Background: an optimization exercise with open tools, aiming at small area, a short achievable clock period and few clock cycles per item. Do not read the settings as production practice. Function was checked by simulation only, so behaviour that the tests miss may differ from the original. No driver is modelled on the clock port, so clocking that relies on it looks cheaper here than on a real chip.

==> inputs of 06-09 <==
==> flow/design.v <==
package bpa_pkg;
    localparam int NUM_PAGES = 4096;
    localparam int PAGE_W    = 12;              
    localparam int CNT_W     = PAGE_W + 1;      
    localparam int WORD_BITS = 64;              
    localparam int BIT_W     = 6;               
    localparam int ROWS      = NUM_PAGES / WORD_BITS;
    localparam logic [CNT_W-1:0] PAGE_LIMIT = CNT_W'(NUM_PAGES);
    typedef enum logic [1:0] {
        CMD_MARK  = 2'd0,
        CMD_ALLOC = 2'd1,
        CMD_FREE  = 2'd2
    } cmd_t;
    localparam logic [1:0] OP_NOP   = 2'd0;
    localparam logic [1:0] OP_ALLOC = 2'd1;
    localparam logic [1:0] OP_SET   = 2'd2;
endpackage
module bpa_ffs (
    input  logic [63:0] word,
    output logic [63:0] first,
    output logic        multi,
    output logic [5:0]  index
);
    logic [7:0] g_any;       
    logic [7:0] g_multi;     
    logic [7:0] g_below;     
    logic [7:0] g_first;     
    logic [7:0] l_below [8];
    logic [2:0] g_idx, l_idx;
    logic [7:0] l_sel;
    always_comb
    begin
        for (int g = 0; g < 8; g++)
        begin
            logic [7:0] w;
            w        = word[8*g +: 8];
            g_any[g] = |w;
            for (int j = 0; j < 8; j++)
            begin
                l_below[g][j] = (j == 0) ? 1'b0 : |(w & ((8'd1 << j) - 8'd1));
            end
            g_multi[g] = |(w & l_below[g]);
        end
        for (int g = 0; g < 8; g++)
        begin
            g_below[g] = (g == 0) ? 1'b0 : |(g_any & ((8'd1 << g) - 8'd1));
        end
        g_first = g_any & ~g_below;
        multi   = |g_multi || |(g_any & g_below);
        for (int g = 0; g < 8; g++)
        begin
            for (int j = 0; j < 8; j++)
            begin
                first[8*g + j] = word[8*g + j] && !l_below[g][j] && g_first[g];
            end
        end
    end
    always_comb
    begin
        g_idx = '0;
        l_sel = '0;
        for (int g = 0; g < 8; g++)
        begin
            if (g_first[g])
            begin
                g_idx = g_idx | 3'(g);
                l_sel = l_sel | word[8*g +: 8];
            end
        end
        l_idx = '0;
        for (int j = 7; j >= 0; j--)
        begin
            if (l_sel[j])
            begin
                l_idx = 3'(j);
            end
        end
    end
    assign index = {g_idx, l_idx};
endmodule
module bitmap_page_allocator_top (
    input  logic                            clk,
    input  logic                            rst_n,
    input  logic                            cfg_we,
    input  logic [bpa_pkg::CNT_W-1:0]       cfg_wdata,
    input  logic                            s_tvalid,
    output logic                            s_tready,
    input  logic [31:0]                     s_tdata,    
    output logic                            m_tvalid,
    input  logic                            m_tready,
    output logic [15:0]                     m_tdata     
);
    localparam int R  = bpa_pkg::ROWS;
    localparam int W  = bpa_pkg::WORD_BITS;
    localparam int NB = 4;                       
    localparam int AW = 2 + 2 * bpa_pkg::CNT_W;  
    logic                           init_q;          
    logic [bpa_pkg::CNT_W-1:0]      reserved_q;
    logic                           ready_q;         
    logic [1:0]                     a_cnt;
    logic [AW-1:0]                  a0, a1;
    logic                           e_v;
    logic                           e_alloc, e_set;
    logic [R-1:0]                   e_sel;           
    logic [NB-1:0]                  e_bankl, e_bankh;
    logic [5:0]                     e_lmlo, e_lmhi;  
    logic [5:0]                     e_hmhi;          
    logic [5:0]                     e_rh;
    logic                           e_p1;            
    logic [6:0]                     e_fa, e_fe;      
    logic [5:0]                     e_nlo, e_nhi;    
    logic                           e_al, e_ah;      
    logic                           e_bx;            
    logic                           o0_v, o1_v;
    logic [15:0]                    o0_d, o1_d;
    logic [W-1:0]                   bm [R];
    logic [R-1:0]                   full_q;
    logic [R-1:0]                   ne_q;
    logic [R-1:0]                   p1_q, p2_q;
    logic [6:0]                     i1_q, i2_q;
    logic [W-1:0]                   c1_q;
    logic fire, e_done, e_take, push, pop, a_take, a_acc;
    logic [1:0] a_cnt_n;
    assign e_done = fire && !e_p1;
    assign e_take = !e_v || e_done;
    assign a_take = (a_cnt != 2'd0) && e_take;
    assign a_acc  = ready_q && s_tvalid;
    assign pop    = o0_v && m_tready;
    assign push   = e_done;
    assign a_cnt_n = a_cnt + 2'(a_acc) - 2'(a_take);
    logic [AW-1:0] a_in;
    always_comb
    begin
        logic [bpa_pkg::CNT_W-1:0] first, last_end, lo, hi;
        first    = {1'b0, s_tdata[13:2]};
        last_end = s_tdata[26:14];
        lo       = first;
        hi       = first + 1'b1;
        if (s_tdata[1:0] == bpa_pkg::CMD_MARK)
        begin
            lo = (first >= reserved_q) ? first : reserved_q;
            hi = (last_end > bpa_pkg::PAGE_LIMIT) ? bpa_pkg::PAGE_LIMIT : last_end;
        end
        case (s_tdata[1:0])
            bpa_pkg::CMD_ALLOC:                  a_in = {2'd1, lo, hi};
            bpa_pkg::CMD_MARK, bpa_pkg::CMD_FREE: a_in = {2'd2, lo, hi};
            default:                             a_in = {2'd0, lo, hi};
        endcase
    end
    logic                           d_alloc, d_set, d_p1, d_al, d_ah, d_bx;
    logic [R-1:0]                   d_sel;
    logic [NB-1:0]                  d_bankl, d_bankh;
    logic [5:0]                     d_lmlo, d_lmhi, d_hmhi, d_rh, d_nlo, d_nhi;
    logic [6:0]                     d_fa, d_fe;
    always_comb
    begin
        logic [1:0]                kind;
        logic [bpa_pkg::CNT_W-1:0] lo, hi, last;
        logic                      a_part, b_part, wl, wh, same;
        logic [5:0]                rlo, blo, rlast, blast, rdiff;
        {kind, lo, hi} = a0;
        last   = hi - 1'b1;
        rlo    = lo[11:6];
        blo    = lo[5:0];
        rlast  = last[11:6];
        blast  = last[5:0];
        rdiff  = rlast - rlo;
        a_part = (blo != 6'd0);
        b_part = (blast != 6'd63);
        same   = (rlo == rlast);
        d_alloc = (a_cnt != 2'd0) && (kind == 2'd1);
        d_set   = (a_cnt != 2'd0) && (kind == 2'd2) && (lo < hi);
        d_lmlo  = blo;
        d_lmhi  = same ? blast : 6'd63;
        d_hmhi  = blast;
        d_rh    = rlast;
        d_fa    = {1'b0, rlo} + 7'(a_part);
        d_fe    = {1'b0, rlast} + 7'(!b_part);
        d_nlo   = rlo;
        d_p1    = 1'b0;
        if (same)
        begin
            wl    = a_part || b_part;
            wh    = 1'b0;
            d_nhi = rlo;
            d_al  = wl;
            d_bx  = 1'b0;
        end
        else
        begin
            wl    = a_part;
            wh    = b_part;
            d_p1  = a_part && b_part && (rdiff[1:0] == 2'd0);
            d_nhi = d_p1 ? rlast - 1'b1 : rlast;
            d_al  = a_part;
            d_bx  = 1'b1;
        end
        d_ah = 1'b0;
        d_p1 = d_p1 && d_set;
        for (int r = 0; r < R; r++)
        begin
            d_sel[r] = (wl && rlo == 6'(r)) || (wh && !d_p1 && rlast == 6'(r));
        end
        for (int k = 0; k < NB; k++)
        begin
            d_bankl[k] = wl && (rlo[1:0] == 2'(k));
            d_bankh[k] = wh && !d_p1 && (rlast[1:0] == 2'(k));
        end
    end
    logic [R-1:0]   p3;          
    logic [5:0]     p3_idx;
    logic           p3_none;
    logic [R-1:0]   rsel, we_row, fset, nset, a_oh, b_oh;
    logic [W-1:0]   lmask, hmask, first_bit, adata, rowdata, data_l, data_h, data_a;
    logic [W-1:0]   bdata [NB];      
    logic [W-1:0]   dcol  [NB];      
    logic           multi, found;
    logic [5:0]     col_idx;
    logic [15:0]    result;
    assign found   = !i1_q[6];
    bpa_ffs u_row_ffs (
        .word  (ne_q & ~p1_q & ~p2_q),
        .first (p3),
        .multi (),
        .index (p3_idx)
    );
    assign p3_none = !(|(ne_q & ~p1_q & ~p2_q));
    bpa_ffs u_col_ffs (
        .word  (c1_q),
        .first (first_bit),
        .multi (multi),
        .index (col_idx)
    );
    assign adata = c1_q & ~first_bit;
    assign fire  = e_v && !o1_v && !init_q;
    always_comb
    begin
        for (int r = 0; r < R; r++)
        begin
            fset[r] = (7'(r) >= e_fa) && (7'(r) < e_fe);
            nset[r] = (6'(r) >= e_nlo) && (6'(r) <= e_nhi);
            a_oh[r] = (e_nlo == 6'(r));
            b_oh[r] = (e_nlo + 6'd1 == 6'(r));
        end
        for (int b = 0; b < W; b++)
        begin
            lmask[b] = (6'(b) >= e_lmlo) && (6'(b) <= e_lmhi);
            hmask[b] = (6'(b) <= e_hmhi);
        end
    end
    assign rsel = e_set ? e_sel : p2_q;
    always_comb
    begin
        for (int k = 0; k < NB; k++)
        begin
            logic f;
            bdata[k] = '0;
            f        = 1'b0;
            for (int j = 0; j < R / NB; j++)
            begin
                bdata[k] = bdata[k] | (bm[j*NB+k] & {W{rsel[j*NB+k]}});
                f        = f | (full_q[j*NB+k] & rsel[j*NB+k]);
            end
            bdata[k] = bdata[k] | {W{f}};
        end
        rowdata = bdata[0] | bdata[1] | bdata[2] | bdata[3];
    end
    always_comb
    begin
        data_l = '0;
        data_h = '0;
        for (int k = 0; k < NB; k++)
        begin
            if (init_q)
                dcol[k] = '0;
            else if (e_alloc)
                dcol[k] = adata;
            else if (e_bankl[k])
                dcol[k] = bdata[k] | lmask;
            else
                dcol[k] = bdata[k] | hmask;
            data_l = data_l | (bdata[k] & {W{e_bankl[k]}});
            data_h = data_h | (bdata[k] & {W{e_bankh[k]}});
        end
        data_l = data_l | lmask;
        data_h = data_h | hmask;
        data_a = e_al ? data_l : (e_ah ? data_h : '1);
    end
    always_comb
    begin
        for (int r = 0; r < R; r++)
        begin
            we_row[r] = init_q || (fire && ((e_alloc && p1_q[r]) || (e_set && e_sel[r])));
        end
    end
    assign result = (e_alloc && found) ? {3'b000, 1'b1, i1_q[5:0], col_idx} : 16'h0000;
    logic [R-1:0]   p1_n, p2_n;
    logic [6:0]     i1_n, i2_n;
    logic [W-1:0]   c1_n;
    logic           upd;
    always_comb
    begin
        logic [6:0] a7, b7;
        logic       lt, eq;
        upd   = 1'b0;
        p1_n  = p1_q;
        p2_n  = p2_q;
        i1_n  = i1_q;
        i2_n  = i2_q;
        c1_n  = c1_q;
        a7 = {1'b0, e_nlo};
        b7 = {1'b0, e_nlo} + 7'd1;
        lt = (i1_q < a7);
        eq = (i1_q == a7);
        if (init_q)
        begin
            upd   = 1'b1;
            p1_n  = '0;
            p2_n  = '0;
            i1_n  = 7'd64;
            i2_n  = 7'd64;
            c1_n  = '0;
        end
        else if (fire && e_alloc && found)
        begin
            upd = 1'b1;
            if (multi)
            begin
                c1_n = adata;
            end
            else
            begin
                p1_n = p2_q;
                i1_n = i2_q;
                c1_n = rowdata;
                p2_n = p3;
                i2_n = p3_none ? 7'd64 : {1'b0, p3_idx};
            end
        end
        else if (fire && e_set)
        begin
            upd = 1'b1;
            if (lt)
            begin
                if (i2_q >= a7)
                begin
                    p2_n = a_oh;
                    i2_n = a7;
                end
            end
            else
            begin
                p1_n = a_oh;
                i1_n = a7;
                c1_n = data_a;
                if (e_bx)
                begin
                    p2_n = b_oh;
                    i2_n = b7;
                end
                else if (!eq)
                begin
                    p2_n = p1_q;
                    i2_n = i1_q;
                end
            end
        end
    end
    always_ff @(posedge clk or negedge rst_n)
    begin
        if (!rst_n)
        begin
            init_q     <= 1'b1;
            reserved_q <= '0;
            ready_q    <= 1'b1;
            a_cnt      <= 2'd0;
            e_v        <= 1'b0;
            o0_v       <= 1'b0;
            o1_v       <= 1'b0;
        end
        else
        begin
            init_q <= 1'b0;
            if (cfg_we)
            begin
                reserved_q <= cfg_wdata;
            end
            ready_q <= (a_cnt_n != 2'd2);
            a_cnt   <= a_cnt_n;
            if (e_take)
            begin
                e_v <= (a_cnt != 2'd0);
            end
            o0_v <= pop ? (o1_v || push) : (o0_v || push);
            o1_v <= pop ? 1'b0 : (push ? o0_v : o1_v);
        end
    end
    always_ff @(posedge clk)
    begin
        if (a_take)
        begin
            a0 <= (a_cnt == 2'd2) ? a1 : a_in;
        end
        else if (a_cnt == 2'd0)
        begin
            a0 <= a_in;
        end
        if ((a_cnt == 2'd1 && !a_take) || (a_cnt == 2'd2 && a_take))
        begin
            a1 <= a_in;
        end
        if (e_take)
        begin
            e_alloc <= d_alloc;
            e_set   <= d_set;
            e_sel   <= d_sel;
            e_bankl <= d_bankl;
            e_bankh <= d_bankh;
            e_lmlo  <= d_lmlo;
            e_lmhi  <= d_lmhi;
            e_hmhi  <= d_hmhi;
            e_rh    <= d_rh;
            e_p1    <= d_p1;
            e_fa    <= d_fa;
            e_fe    <= d_fe;
            e_nlo   <= d_nlo;
            e_nhi   <= d_nhi;
            e_al    <= d_al;
            e_ah    <= d_ah;
            e_bx    <= d_bx;
        end
        else if (fire)
        begin
            for (int r = 0; r < R; r++)
            begin
                e_sel[r] <= (e_rh == 6'(r));
            end
            for (int k = 0; k < NB; k++)
            begin
                e_bankh[k] <= (e_rh[1:0] == 2'(k));
            end
            e_bankl <= '0;
            e_p1    <= 1'b0;
            e_fa    <= 7'd0;
            e_fe    <= 7'd0;
            e_nlo   <= e_rh;
            e_nhi   <= e_rh;
            e_al    <= 1'b0;
            e_ah    <= 1'b1;
            e_bx    <= 1'b0;
        end
        if (pop)
        begin
            o0_d <= o1_v ? o1_d : result;
        end
        else if (!o0_v)
        begin
            o0_d <= result;
        end
        if (push && o0_v && !pop)
        begin
            o1_d <= result;
        end
    end
    always_ff @(posedge clk)
    begin
        for (int r = 0; r < R; r++)
        begin
            if (init_q || we_row[r])
            begin
                full_q[r] <= 1'b0;
            end
            else if (fire && e_set && fset[r])
            begin
                full_q[r] <= 1'b1;
            end
            if (init_q)
            begin
                ne_q[r] <= 1'b0;
            end
            else if (fire && e_alloc && found && !multi && p1_q[r])
            begin
                ne_q[r] <= 1'b0;
            end
            else if (fire && e_set && nset[r])
            begin
                ne_q[r] <= 1'b1;
            end
        end
        if (upd)
        begin
            p1_q  <= p1_n;
            p2_q  <= p2_n;
            i1_q  <= i1_n;
            i2_q  <= i2_n;
            c1_q  <= c1_n;
        end
    end
    for (genvar r = 0; r < R; r++)
    begin : g_row
        always_ff @(posedge clk)
        begin
            if (we_row[r])
            begin
                bm[r] <= dcol[r % NB];
            end
        end
    end
    assign s_tready = ready_q;
    assign m_tvalid = o0_v;
    assign m_tdata  = o0_d;
endmodule
==> flow/run.sh <==
#!/bin/bash
# synth_recipe.tcl (not shown) runs the flow's synth.tcl, then flattens the netlist and writes it again
# the make line also repeats each setting of config.mk as NAME=value (left out here)
make -C /OpenROAD-flow-scripts/flow DESIGN_CONFIG=/design/flow/config.mk WORK_HOME=/design/flow/orfs CLKGATE_MAP_FILE= SYNTH_SCRIPT=/design/flow/synth_recipe.tcl finish
==> flow/config.mk <==
export PLATFORM = sky130hd
export DESIGN_NAME = bitmap_page_allocator_top
export DESIGN_NICKNAME = bitmap_page_allocator_top
export VERILOG_FILES = /design/flow/design.v
export SDC_FILE = /design/flow/constraint.sdc
export NUM_CORES = 4
export LEC_CHECK = 0
export ABC_CLOCK_PERIOD_IN_PS = 2500
export CAP_MARGIN = 20
export CORE_MARGIN = 2
export CORE_UTILIZATION = 40
export SLEW_MARGIN = 20
export SYNTH_MEMORY_MAX_BITS = 8192
==> flow/constraint.sdc <==
create_clock -name core_clock -period 8.0 [get_ports {clk}]
set_input_delay 1.6000 -clock core_clock [delete_from_list [all_inputs] [get_ports {clk}]]
set_output_delay 1.6000 -clock core_clock [all_outputs]
set_load 0.01 [all_outputs]
==> 09-10 (differences from 06-09) <==
--- a/flow/design.v
+++ b/flow/design.v
@@ -29,4 +29,10 @@
     logic [2:0] g_idx, l_idx;
     logic [7:0] l_sel;
+    function automatic logic two4(input logic [3:0] w);
+        two4 = ((w[0] | w[1]) & (w[2] | w[3])) | (w[0] & w[1]) | (w[2] & w[3]);
+    endfunction
+    function automatic logic two8(input logic [7:0] w);
+        two8 = ((|w[3:0]) & (|w[7:4])) | two4(w[3:0]) | two4(w[7:4]);
+    endfunction
     always_comb
     begin
@@ -40,5 +46,5 @@
                 l_below[g][j] = (j == 0) ? 1'b0 : |(w & ((8'd1 << j) - 8'd1));
             end
-            g_multi[g] = |(w & l_below[g]);
+            g_multi[g] = two8(w);
         end
         for (int g = 0; g < 8; g++)
@@ -47,5 +53,5 @@
         end
         g_first = g_any & ~g_below;
-        multi   = |g_multi || |(g_any & g_below);
+        multi   = |g_multi || two8(g_any);
         for (int g = 0; g < 8; g++)
         begin
@@ -98,9 +104,9 @@
     logic [bpa_pkg::CNT_W-1:0]      reserved_q;
     logic                           ready_q;         
-    logic [1:0]                     a_cnt;
-    logic [AW-1:0]                  a0, a1;
+    logic                           a_v;
+    logic [AW-1:0]                  a0;
     logic                           e_v;
     logic                           e_alloc, e_set;
-    logic [R-1:0]                   e_sel;           
+    logic [R-1:0]                   rsel_q;          
     logic [NB-1:0]                  e_bankl, e_bankh;
     logic [5:0]                     e_lmlo, e_lmhi;  
@@ -121,12 +127,11 @@
     logic [W-1:0]                   c1_q;
     logic fire, e_done, e_take, push, pop, a_take, a_acc;
-    logic [1:0] a_cnt_n;
+    logic a_v_n, e_v_n, e_p1_n, o1_v_n;
     assign e_done = fire && !e_p1;
     assign e_take = !e_v || e_done;
-    assign a_take = (a_cnt != 2'd0) && e_take;
+    assign a_take = a_v && e_take;
     assign a_acc  = ready_q && s_tvalid;
     assign pop    = o0_v && m_tready;
     assign push   = e_done;
-    assign a_cnt_n = a_cnt + 2'(a_acc) - 2'(a_take);
     logic [AW-1:0] a_in;
     always_comb
@@ -169,6 +174,6 @@
         b_part = (blast != 6'd63);
         same   = (rlo == rlast);
-        d_alloc = (a_cnt != 2'd0) && (kind == 2'd1);
-        d_set   = (a_cnt != 2'd0) && (kind == 2'd2) && (lo < hi);
+        d_alloc = a_v && (kind == 2'd1);
+        d_set   = a_v && (kind == 2'd2) && (lo < hi);
         d_lmlo  = blo;
         d_lmhi  = same ? blast : 6'd63;
@@ -211,5 +216,5 @@
     logic [5:0]     p3_idx;
     logic           p3_none;
-    logic [R-1:0]   rsel, we_row, fset, nset, a_oh, b_oh;
+    logic [R-1:0]   rsel_n, we_row, fset, nset, a_oh, b_oh;
     logic [W-1:0]   lmask, hmask, first_bit, adata, rowdata, data_l, data_h, data_a;
     logic [W-1:0]   bdata [NB];      
@@ -249,5 +254,4 @@
         end
     end
-    assign rsel = e_set ? e_sel : p2_q;
     always_comb
     begin
@@ -259,6 +263,6 @@
             for (int j = 0; j < R / NB; j++)
             begin
-                bdata[k] = bdata[k] | (bm[j*NB+k] & {W{rsel[j*NB+k]}});
-                f        = f | (full_q[j*NB+k] & rsel[j*NB+k]);
+                bdata[k] = bdata[k] | (bm[j*NB+k] & {W{rsel_q[j*NB+k]}});
+                f        = f | (full_q[j*NB+k] & rsel_q[j*NB+k]);
             end
             bdata[k] = bdata[k] | {W{f}};
@@ -291,5 +295,5 @@
         for (int r = 0; r < R; r++)
         begin
-            we_row[r] = init_q || (fire && ((e_alloc && p1_q[r]) || (e_set && e_sel[r])));
+            we_row[r] = init_q || (fire && ((e_alloc && p1_q[r]) || (e_set && rsel_q[r])));
         end
     end
@@ -367,4 +371,26 @@
         end
     end
+    always_comb
+    begin
+        if (e_take)
+        begin
+            rsel_n = d_set ? d_sel : p2_n;
+        end
+        else if (fire)
+        begin
+            for (int r = 0; r < R; r++)
+            begin
+                rsel_n[r] = (e_rh == 6'(r));
+            end
+        end
+        else
+        begin
+            rsel_n = e_set ? rsel_q : p2_n;
+        end
+    end
+    assign a_v_n  = ready_q ? s_tvalid : a_v;
+    assign e_v_n  = e_take ? a_v : e_v;
+    assign e_p1_n = e_take ? d_p1 : (e_p1 && !fire);
+    assign o1_v_n = pop ? 1'b0 : (push ? o0_v : o1_v);
     always_ff @(posedge clk or negedge rst_n)
     begin
@@ -374,5 +400,5 @@
             reserved_q <= '0;
             ready_q    <= 1'b1;
-            a_cnt      <= 2'd0;
+            a_v        <= 1'b0;
             e_v        <= 1'b0;
             o0_v       <= 1'b0;
@@ -386,33 +412,22 @@
                 reserved_q <= cfg_wdata;
             end
-            ready_q <= (a_cnt_n != 2'd2);
-            a_cnt   <= a_cnt_n;
-            if (e_take)
-            begin
-                e_v <= (a_cnt != 2'd0);
-            end
-            o0_v <= pop ? (o1_v || push) : (o0_v || push);
-            o1_v <= pop ? 1'b0 : (push ? o0_v : o1_v);
+            ready_q <= !a_v_n || !e_v_n || (!o1_v_n && !e_p1_n);
+            a_v     <= a_v_n;
+            e_v     <= e_v_n;
+            o0_v    <= pop ? (o1_v || push) : (o0_v || push);
+            o1_v    <= o1_v_n;
         end
     end
     always_ff @(posedge clk)
     begin
-        if (a_take)
-        begin
-            a0 <= (a_cnt == 2'd2) ? a1 : a_in;
-        end
-        else if (a_cnt == 2'd0)
+        if (ready_q)
         begin
             a0 <= a_in;
         end
-        if ((a_cnt == 2'd1 && !a_take) || (a_cnt == 2'd2 && a_take))
-        begin
-            a1 <= a_in;
-        end
+        rsel_q <= rsel_n;
         if (e_take)
         begin
             e_alloc <= d_alloc;
             e_set   <= d_set;
-            e_sel   <= d_sel;
             e_bankl <= d_bankl;
             e_bankh <= d_bankh;
@@ -432,8 +447,4 @@
         else if (fire)
         begin
-            for (int r = 0; r < R; r++)
-            begin
-                e_sel[r] <= (e_rh == 6'(r));
-            end
             for (int k = 0; k < NB; k++)
             begin
==> flow/flow/run.sh (new file) <==
#!/bin/bash
# The standard ORFS layout (the standard.sh), with the setup repair after
# clock-tree synthesis and after global routing aimed below the clock period:
# flow/repair.tcl redefines ORFS's repair_timing_helper for those two steps
# to use a setup margin and an iteration cap. Each step's output goes to a
# log file of its own here; ORFS's own logs stay under orfs/logs.
set -euo pipefail
HERE=$(pwd)
export REPAIR_SETUP_MARGIN=${REPAIR_SETUP_MARGIN:-4.7}
export REPAIR_TNS=${REPAIR_TNS:-5}
export REPAIR_MAX_ITER=${REPAIR_MAX_ITER:-2000}
export PRE_CTS_TCL=$HERE/flow/repair.tcl
export PRE_GLOBAL_ROUTE_TCL=$HERE/flow/repair.tcl
bash standard.sh synth     > synth.log 2>&1
bash standard.sh floorplan > floorplan.log 2>&1
bash standard.sh place     > place.log 2>&1
bash standard.sh cts       > cts.log 2>&1
bash standard.sh route     > route.log 2>&1
bash standard.sh finish    > finish.log 2>&1
==> flow/flow/repair.tcl (new file) <==
# Sourced by ORFS's cts.tcl and global_route.tcl before they repair timing.
# It redefines ORFS's repair_timing_helper so that the setup repair aims at a
# period below the clock period, with an iteration cap so that paths it
# cannot shorten do not keep it busy. Before that repair, the buffers that
# the flow put on the input and output ports become buf_4 cells (the ports
# keep their buffers; only the cell type changes).
proc repair_timing_helper { args } {
  foreach inst [get_cells -quiet {input* output*}] {
    set master [get_property [get_lib_cells -of_objects $inst] name]
    if { [string match "*buf*" $master] && $master != "sky130_fd_sc_hd__buf_4" } {
      replace_cell $inst sky130_fd_sc_hd__buf_4
    }
  }
  set extra [list \
    -setup_margin $::env(REPAIR_SETUP_MARGIN) \
    -repair_tns $::env(REPAIR_TNS) \
    -max_iterations $::env(REPAIR_MAX_ITER)]
  log_cmd repair_timing {*}$extra {*}$args -verbose
}
==> flow/standard.sh (new file) <==
#!/bin/bash
# synth_recipe.tcl (not shown) runs the flow's synth.tcl, then flattens the netlist and writes it again
# the make line also repeats each setting of config.mk as NAME=value (left out here)
make -C /OpenROAD-flow-scripts/flow DESIGN_CONFIG=/design/flow/config.mk WORK_HOME=/design/flow/orfs CLKGATE_MAP_FILE= SYNTH_SCRIPT=/design/flow/synth_recipe.tcl "${@:-finish}"
--- a/flow/config.mk
+++ b/flow/config.mk
@@ -9,5 +9,6 @@
 export CAP_MARGIN = 20
 export CORE_MARGIN = 2
-export CORE_UTILIZATION = 40
+export CORE_UTILIZATION = 35
+export CTS_CLUSTER_SIZE = 20
 export SLEW_MARGIN = 20
 export SYNTH_MEMORY_MAX_BITS = 8192
removed: flow/run.sh
==> 03-19 (differences from 06-09) <==
==> flow/flow/run.sh (new file) <==
#!/bin/bash
# The standard ORFS layout (the standard.sh), with the setup repair after
# clock-tree synthesis and after global routing aimed below the clock period:
# flow/repair.tcl redefines ORFS's repair_timing_helper for those two steps
# to use a setup margin and an iteration cap. Each step's output goes to a
# log file of its own here; ORFS's own logs stay under orfs/logs.
set -euo pipefail
HERE=$(pwd)
export REPAIR_SETUP_MARGIN=${REPAIR_SETUP_MARGIN:-4.5}
export REPAIR_TNS=${REPAIR_TNS:-5}
export REPAIR_MAX_ITER=${REPAIR_MAX_ITER:-2000}
export PRE_CTS_TCL=$HERE/flow/repair.tcl
export PRE_GLOBAL_ROUTE_TCL=$HERE/flow/repair.tcl
bash standard.sh synth     > synth.log 2>&1
bash standard.sh floorplan > floorplan.log 2>&1
bash standard.sh place     > place.log 2>&1
bash standard.sh cts       > cts.log 2>&1
bash standard.sh route     > route.log 2>&1
bash standard.sh finish    > finish.log 2>&1
==> flow/flow/repair.tcl (new file) <==
# Sourced by ORFS's cts.tcl and global_route.tcl before they repair timing:
# aim the setup repair at a period below the clock period, and cap its
# iterations so that paths it cannot shorten do not keep it busy.
proc repair_timing_helper { args } {
  set extra [list \
    -setup_margin $::env(REPAIR_SETUP_MARGIN) \
    -repair_tns $::env(REPAIR_TNS) \
    -max_iterations $::env(REPAIR_MAX_ITER)]
  log_cmd repair_timing {*}$extra {*}$args -verbose
}
==> flow/standard.sh (new file) <==
#!/bin/bash
# synth_recipe.tcl (not shown) runs the flow's synth.tcl, then flattens the netlist and writes it again
# the make line also repeats each setting of config.mk as NAME=value (left out here)
make -C /OpenROAD-flow-scripts/flow DESIGN_CONFIG=/design/flow/config.mk WORK_HOME=/design/flow/orfs CLKGATE_MAP_FILE= SYNTH_SCRIPT=/design/flow/synth_recipe.tcl "${@:-finish}"
removed: flow/run.sh
==> results.ini <==
[worst_setup_path]
crit_family=simple AND/OR/NAND/NOR gates
worstPathRequired_ns=8.84
reg2reg_from=c1_q[24]

[clocking]
clock_sinks=4660

[outcome]
status=timing/DRC/antenna clean

[cells_and_area]
clockBufferCount=598
final-clk-cell-share_pct=6.83

[flow_run]
drv_cap=0

[detailed_routing]
highest_layer=met5

[pwr]
comb_power_share_pct=37.1

The numbers above come from 06-09.

==> results.ini <==
[worst_setup_path]
reg2reg_from=e_set
worstPathRequired_ns=8.76
crit_family=buffers and inverters

[outcome]
status=timing/DRC/antenna clean

[global_route]
grt_overflow_total=0
gr-usage-all-layers_pct=32.7
grt_busiest_layer=met2

[clocking]
cts-hold-fix-buffers=0

[detailed_routing]
highest_layer=met5

[timing]
slew_headroom_pct=7.03
final.setup_skew_ns=0.161

[cells_and_area]
clockBufferCount=598
final-clk-cell-share_pct=6.53

[place]
dp_cells=18200

[flow_run]
drv_cap=0

[pwr]
comb_power_share_pct=40.5

The numbers above come from 03-19.

==> results.ini <==
[outcome]
status=aborted with a tool error
lastStage=clock tree synthesis (4_1_cts)
error=[ERROR EST-0104] inconsistent parasitics state

[die]
ios=68
start_util_pct=35.1
chipHeight_um=742

[logic_synthesis]
ys_ff_latch=4631
synthArstFlopShare_pct=0.410
ys_types=103
synth_area_per_cell_um2=14.6
seq_area_frac_synth_pct=72.1
synth.top_cell.area_share_pct=70.5
yosysMostFrequentCell=edfxtp_1

[clocking]
clock_sinks=4631

The numbers above come from 09-10.

Testbench counts of 06-09, summed over its fixed seeds: cycles 16,029, items 16,000.
Testbench counts of 09-10, summed over its fixed seeds: cycles 16,029, items 16,000.
Testbench counts of 03-19, summed over its fixed seeds: cycles 16,029, items 16,000.

==> afterwards: timing with drivers on the ports <==
The flow's constraints put no driver on any port. The routed layouts listed below were extracted and timed again, unchanged, in two steps. Step 1 (the two cells are an assumption about what drives the block):
set clk [get_ports {clk}]
set_driving_cell -lib_cell sky130_fd_sc_hd__clkbuf_16 $clk
set_driving_cell -lib_cell sky130_fd_sc_hd__buf_2 [delete_from_list [all_inputs] $clk]
Step 2 also shifts input and output timing later by t, the mid clock arrival at the registers, as if the neighbouring blocks saw the same clock. a / b / c = no drivers / after step 1 / after step 2; a / b = the first two.
run	t, ns	setup slack, ns	worst hold slack (ns)
06-09	1.179	1.841 / 1.841 / 1.841	0.473 / 0.407 / 0.473
03-19	1.161	3.991 / 3.991 / 3.674	0.476 / 0.424 / 0.476
After both steps setup and hold are still met in every run listed. For 03-19, which loses most, drivers alone change the setup slack by 0.000 ns; drivers and shift together by -0.317 ns.
